This is an optimization exercise on Yosys and OpenROAD, whose aim is small area, not a production implementation. Only simulation tests tie the RTL to the original design; equivalence was not proved. The flow treats the clock pin as an ideal source. Dropping or thinning the clock tree relies on that and would not hold on a real chip. Power is estimated from default activity; no workload was simulated.

Design cnn_accel_top, start of the top module:
module cnn_accel_top #(
    parameter int NUM_RESULTS = 16
) (
    input  logic       clk,
    input  logic       reset,
    input  logic       start_i,
    input  logic       weight_valid_i,
    input  logic [7:0] weight_data_i,
    input  logic       line_valid_i,
    input  logic [7:0] line_data_i,
    output logic       result_valid_o,
    output logic [7:0] result_data_o,
    output logic       done_o
);
Size: roughly 520 cells after synthesis, ~190 flip-flops.
clock: 5.5 ns
lec_check: 0
cap_margin: 20
core_margin: 2
core_utilization: 65
cts_buf_list: sky130_fd_sc_hd__clkbuf_8
slew_margin: 20
synth_hierarchical: 1
standard.sh (not shown) runs the stock make flow with config.mk's settings and CLKGATE_MAP_FILE= SYNTH_SCRIPT=/design/flow/synth_recipe.tcl, a recipe that flattens the netlist after the stock synthesis.
==> flow/flow/run.sh <==
#!/bin/bash
# Layout flow: the standard ORFS flow (standard.sh, synthesis unchanged) with
#  - port buffers of the smallest buffer cell,
#  - clock tree synthesis without dummy loads,

# The full make output goes to flow_make.log in the work folder; ORFS keeps each
# tool's own log under orfs/logs/.
set -euo pipefail
export BUFFER_PORTS_ARGS="-buffer_cell sky130_fd_sc_hd__buf_1"
export CTS_ARGS="-sink_clustering_enable -repair_clock_nets -dont_use_dummy_load -buf_list sky130_fd_sc_hd__clkbuf_8 -sink_clustering_size 18 -sink_clustering_max_diameter 60"
bash standard.sh > flow_make.log 2>&1
The baseline finished clean.
==> next run, changes <==
--- a/flow/flow/run.sh
+++ b/flow/flow/run.sh
@@ -5 +5 @@
-
+#  - power recovery (downsizing gates off the critical paths) after global routing.
@@ -10 +10,2 @@
-export CTS_ARGS="-sink_clustering_enable -repair_clock_nets -dont_use_dummy_load -buf_list sky130_fd_sc_hd__clkbuf_8 -sink_clustering_size 18 -sink_clustering_max_diameter 60"
+export CTS_ARGS="-sink_clustering_enable -repair_clock_nets -dont_use_dummy_load -buf_list sky130_fd_sc_hd__clkbuf_8"
+export RECOVER_POWER=100
=>
- With this change the flow finished but failed the layout checks on capacitance limit, slew limit
- clock-buffer cell count stays the same
- fmax decreases by about 1%
- final area stays flat
==> next run, changes <==
==> flow/run.sh (new file) <==
#!/bin/bash
# synth_recipe.tcl (not shown) runs the flow's synth.tcl, then flattens the netlist and writes it again
# the make line also repeats each setting of config.mk as NAME=value (left out here)
make -C /OpenROAD-flow-scripts/flow DESIGN_CONFIG=/design/flow/config.mk WORK_HOME=/design/flow/orfs CLKGATE_MAP_FILE= SYNTH_SCRIPT=/design/flow/synth_recipe.tcl finish
removed: flow/flow/run.sh
removed: flow/standard.sh
Result: With this change the flow completed with no timing, DRC or antenna violations. Utilization came out higher by 2.8 points. Routed wire length came out higher by 2.1%. Worst setup slack is worse by 0.24 ns. Register-to-register slack is better by 0.17 ns. Sequential power stays flat. Clock skew came out lower by 0.017 ns. Cell area came out higher by 3.9%. Global-route usage came out higher by 0.43 points.

Setup of maple:
The RTL this note starts from:
==> flow/design.v <==
`timescale 1ns/1ps
module cnn_fa (
    input  logic a,
    input  logic b,
    input  logic c,
    output logic s,
    output logic co
);
    assign s  = a ^ b ^ c;
    assign co = (a & b) | (a & c) | (b & c);
endmodule
module cnn_ha (
    input  logic a,
    input  logic b,
    output logic s,
    output logic co
);
    assign s  = a ^ b;
    assign co = a & b;
endmodule
module cnn_mux4 (
    input  logic [3:0] sel,
    input  logic [3:0] d,
    output logic       y
);
    logic abc_n;
    logic last_n;
    assign abc_n  = ~((sel[0] & d[0]) | (sel[1] & d[1]) | (sel[2] & d[2]));
    assign last_n = ~(sel[3] & d[3]);
    assign y      = ~(abc_n & last_n);
endmodule
`timescale 1ns/1ps
module cnn_accel_top #(
    parameter int NUM_RESULTS = 16
) (
    input  logic       clk,
    input  logic       reset,
    input  logic       start_i,
    input  logic       weight_valid_i,
    input  logic [7:0] weight_data_i,
    input  logic       line_valid_i,
    input  logic [7:0] line_data_i,
    output logic       result_valid_o,
    output logic [7:0] result_data_o,
    output logic       done_o
);
    logic         w_q;           
    logic         l_q;           
    logic [3:0]   elem_cnt_q;    
    logic [1:0]   ph_q;          
    logic [2:0]   rnd_q;         
    logic [127:0] wsr_n_q;       
    logic [7:0]   line_n_q;      
    logic         mac_q;         
    logic [7:0]   lo_q;          
    logic [7:0]   hs_q;          
    logic [7:1]   hc_q;          
    logic [7:0]   hold_lo_q;     
    logic [7:0]   hold_hi_q;     
    logic weight_take;
    logic line_take;
    logic last_elem;
    logic last_line;
    logic split_mac;
    logic rnd0;                  
    logic quiet;
    assign weight_take = w_q && weight_valid_i;
    assign line_take   = l_q && line_valid_i;
    assign last_elem   = (elem_cnt_q == 4'd15);
    assign last_line   = line_take && last_elem;
    assign rnd0        = !rnd_q[2] && !rnd_q[0];
    assign quiet       = rnd_q[2] && !rnd_q[1];
    always_ff @(posedge clk or posedge reset) begin
        if (reset) begin
            w_q <= 1'b0;
            l_q <= 1'b0;
        end else begin
            if (!w_q && !l_q && start_i && !(rnd0 && ph_q == 2'd0)) begin
                w_q <= 1'b1;
            end else if (weight_take && last_elem) begin
                w_q <= 1'b0;
            end
            if (weight_take && last_elem) begin
                l_q <= 1'b1;
            end else if (last_line) begin
                l_q <= 1'b0;
            end
        end
    end
    always_ff @(posedge clk or posedge reset) begin
        if (reset) begin
            elem_cnt_q <= '0;
        end else if (weight_take || line_take) begin
            elem_cnt_q <= elem_cnt_q + 1'b1;
        end
    end
    always_ff @(posedge clk or posedge reset) begin
        if (reset) begin
            rnd_q <= 3'b100;
        end else if (last_line) begin
            rnd_q <= 3'b000;
        end else if (ph_q == 2'd3 && !quiet) begin
            rnd_q <= {rnd_q[1:0], !rnd_q[2]};
        end
    end
    always_ff @(posedge clk) begin
        if (last_line) begin
            ph_q <= 2'd0;
        end else begin
            ph_q <= ph_q + 1'b1;
        end
    end
    always_ff @(posedge clk) begin
        line_n_q <= ~(line_data_i & {8{line_take}});
        mac_q    <= line_take;
    end
    always_ff @(posedge clk) begin
        if (weight_take || mac_q) begin
            wsr_n_q <= {~weight_data_i, wsr_n_q[127:8]};
        end
    end
    logic first_mac;
    assign first_mac = mac_q && (elem_cnt_q[2:0] == 3'd1);
    assign split_mac = first_mac && elem_cnt_q[3];
    logic [7:0] pp [8];          
    logic [7:0] s  [8];          
    logic [7:0] c  [8];          
    logic [7:0] lo_g;            
    logic [7:0] hs_g;
    logic [7:1] hc_g;
    logic [7:0] lo_d;
    logic [7:0] lc;              
    logic [7:0] hs_d;
    logic [7:0] hc_d;            
    logic [7:0] hi;              
    logic [7:0] rc;              
    always_comb begin
        for (int i = 0; i < 8; i++) begin
            for (int j = 0; j < 8; j++) begin
                pp[i][j] = ~(wsr_n_q[j] | line_n_q[i]);
            end
        end
        lo_g = lo_q & {8{!first_mac}};
        hs_g = hs_q & {8{!first_mac}};
        hc_g = hc_q & {7{!first_mac}};
    end
    assign s[0] = pp[0];
    assign c[0] = '0;
    genvar gi, gj;
    generate
        for (gi = 1; gi < 8; gi++) begin : g_row
            for (gj = 0; gj < 8; gj++) begin : g_col
                if (gi == 1 && gj < 7) begin : g_h
                    cnn_ha u_add (.a(pp[gi][gj]), .b(s[gi-1][gj+1]),
                                  .s(s[gi][gj]), .co(c[gi][gj]));
                end else if (gi == 1) begin : g_h8
                    cnn_ha u_add (.a(pp[gi][gj]), .b(hs_g[0]),
                                  .s(s[gi][gj]), .co(c[gi][gj]));
                end else if (gj < 7) begin : g_f
                    cnn_fa u_add (.a(pp[gi][gj]), .b(s[gi-1][gj+1]), .c(c[gi-1][gj]),
                                  .s(s[gi][gj]), .co(c[gi][gj]));
                end else begin : g_fl
                    cnn_fa u_add (.a(pp[gi][gj]), .b(c[gi-1][gj]), .c(hs_g[gi-1]),
                                  .s(s[gi][gj]), .co(c[gi][gj]));
                end
            end
        end
        cnn_ha u_hs0 (.a(s[7][1]), .b(c[7][0]), .s(hs_d[0]), .co(hc_d[1]));
        for (gj = 1; gj < 7; gj++) begin : g_hs
            cnn_fa u_add (.a(s[7][gj+1]), .b(c[7][gj]), .c(hc_g[gj]),
                          .s(hs_d[gj]), .co(hc_d[gj+1]));
        end
        assign hs_d[7] = c[7][7] ^ hc_g[7] ^ hs_g[7];
        assign hc_d[0] = 1'b0;
        cnn_ha u_lo0 (.a(lo_g[0]), .b(s[0][0]), .s(lo_d[0]), .co(lc[0]));
        for (gj = 1; gj < 7; gj++) begin : g_lo
            cnn_fa u_add (.a(lo_g[gj]), .b(s[gj][0]), .c(lc[gj-1]),
                          .s(lo_d[gj]), .co(lc[gj]));
        end
        assign lo_d[7] = lo_g[7] ^ s[7][0] ^ lc[6];
        assign lc[7]   = 1'b0;
        assign hi[0] = hs_q[0];
        assign rc[0] = 1'b0;
        cnn_ha u_hi1 (.a(hs_q[1]), .b(hc_q[1]), .s(hi[1]), .co(rc[1]));
        for (gj = 2; gj < 7; gj++) begin : g_hi
            cnn_fa u_add (.a(hs_q[gj]), .b(hc_q[gj]), .c(rc[gj-1]),
                          .s(hi[gj]), .co(rc[gj]));
        end
        assign hi[7] = hs_q[7] ^ hc_q[7] ^ rc[6];
        assign rc[7] = 1'b0;
    endgenerate
    always_ff @(posedge clk) begin
        lo_q <= lo_d;
        hs_q <= hs_d;
        hc_q <= hc_d[7:1];
    end
    always_ff @(posedge clk) begin
        if (split_mac) begin
            hold_lo_q <= lo_q;
            hold_hi_q <= hi;
        end
    end
    assign done_o         = rnd0 && ph_q == 2'd3;
    assign result_valid_o = rnd_q[0] || rnd_q[1];
    logic [3:0] osel;
    assign osel = {ph_q == 2'd3, ph_q == 2'd2, ph_q == 2'd1, ph_q == 2'd0};
    generate
        for (gj = 0; gj < 8; gj++) begin : g_out
            cnn_mux4 u_mux (.sel(osel), .d({hi[gj], hold_hi_q[gj], lo_q[gj], hold_lo_q[gj]}),
                            .y(result_data_o[gj]));
        end
    endgenerate
endmodule
export LEC_CHECK = 0
export CAP_MARGIN = 20
export CORE_MARGIN = 2
export CORE_UTILIZATION = 80
export CTS_BUF_LIST = sky130_fd_sc_hd__clkbuf_8
export PLACE_DENSITY = 0.85
export SLEW_MARGIN = 20
export SYNTH_HIERARCHICAL = 1
create_clock -name core_clock -period 5.5 [get_ports {clk}]
==> flow/flow/run.sh <==
#!/bin/bash
# Layout flow: the standard ORFS flow (standard.sh, synthesis unchanged) with
#  - port buffers of the smallest buffer cell,
#  - its own clock tree (flow/own_cts.tcl): the clock port drives one root buffer that
#    drives one leaf buffer per cluster of about 16 flip-flops.
# The full make output goes to flow_make.log in the work folder; ORFS keeps each
# tool's own log under orfs/logs/.
set -euo pipefail
export BUFFER_PORTS_ARGS="-buffer_cell sky130_fd_sc_hd__buf_1"
export PRE_CTS_TCL="$PWD/flow/cts_pre.tcl"
bash standard.sh > flow_make.log 2>&1
Other scripts of this flow, unchanged in this note and not shown: flow/flow/cts_pre.tcl, flow/flow/own_cts.tcl
diff inputs: maple => sierra
Settings: PLACE_DENSITY removed (was 0.85); SLEW_MARGIN changed from 20 to 5; CAP_MARGIN changed from 20 to 5; CORE_UTILIZATION changed from 80 to 65.
### Flow results
- The lower global-route usage came out of sierra.
- For the length of routed met2 wiring, sierra came in about 23% lower than maple did.
- Taking maple as the reference point, the met1 track demand over resource of sierra falls by 7.6 points.
- The run with more setup slack is sierra; maple has less.
- Changes observed in sierra relative to maple: ratio of routed vias to standard cells has decreased; final design utilization has decreased; net switching power of the design has decreased; post-detailed-routing wire length has decreased; number of library cell types mapped by synthesis has remained practically unchanged.
- | multi-input gate area in the final layout | sierra vs maple | ≈ equal |
- Re power: sierra and maple aren't equal, and the lower value belongs to sierra.
In every run of this note, the design's own scripts or RTL, not TritonCTS, make the clock network.

## afterwards: timing with drivers on the ports
The results above use ideal ports. As a check the final layouts listed here were re-extracted and re-timed, cells and wires unchanged. Step 1 sets driving cells, clkbuf_16 on the clock port and buf_2 on the other inputs (assumed; they add their load-dependent delay and slew). Step 2 times the ports against the registers' clock, not the clock port: input delays grow and output delays shrink by t, the midpoint of the rising clock arrivals with the driver on. a / b / c = no drivers / after step 1 / after step 2; a / b = the first two.
| run | t, ns | setup WS [ns] | hold slack, ns | worst setup path at the end | latest minus earliest clock arrival (ns) |
|---|---|---|---|---|---|
| the first run of note 1 | 0.474 | 0.861 / 0.825 / 1.006 | 0.405 / 0.405 / 0.405 | register to register | 0.032 / 0.032 |
| the second run of note 1 | 0.472 | 0.811 / 0.811 / 0.445 | 0.406 / 0.406 / 0.406 | input to register | 0.032 / 0.032 |
| the third run of note 1 | 0.472 | 0.576 / 0.540 / 0.979 | 0.418 / 0.418 / 0.418 | register to register | 0.015 / 0.016 |
| maple | 0.579 | 0.442 / 0.442 / 0.442 | 0.415 / 0.415 / 0.415 | register to register | 0.026 / 0.025 |
| sierra | 0.596 | 0.609 / 0.609 / 0.609 | 0.414 / 0.414 / 0.414 | register to register | 0.028 / 0.028 |
The setup slack of the second run of note 1, which loses most, moves by 0.000 ns with the drivers and by -0.366 ns with both steps.
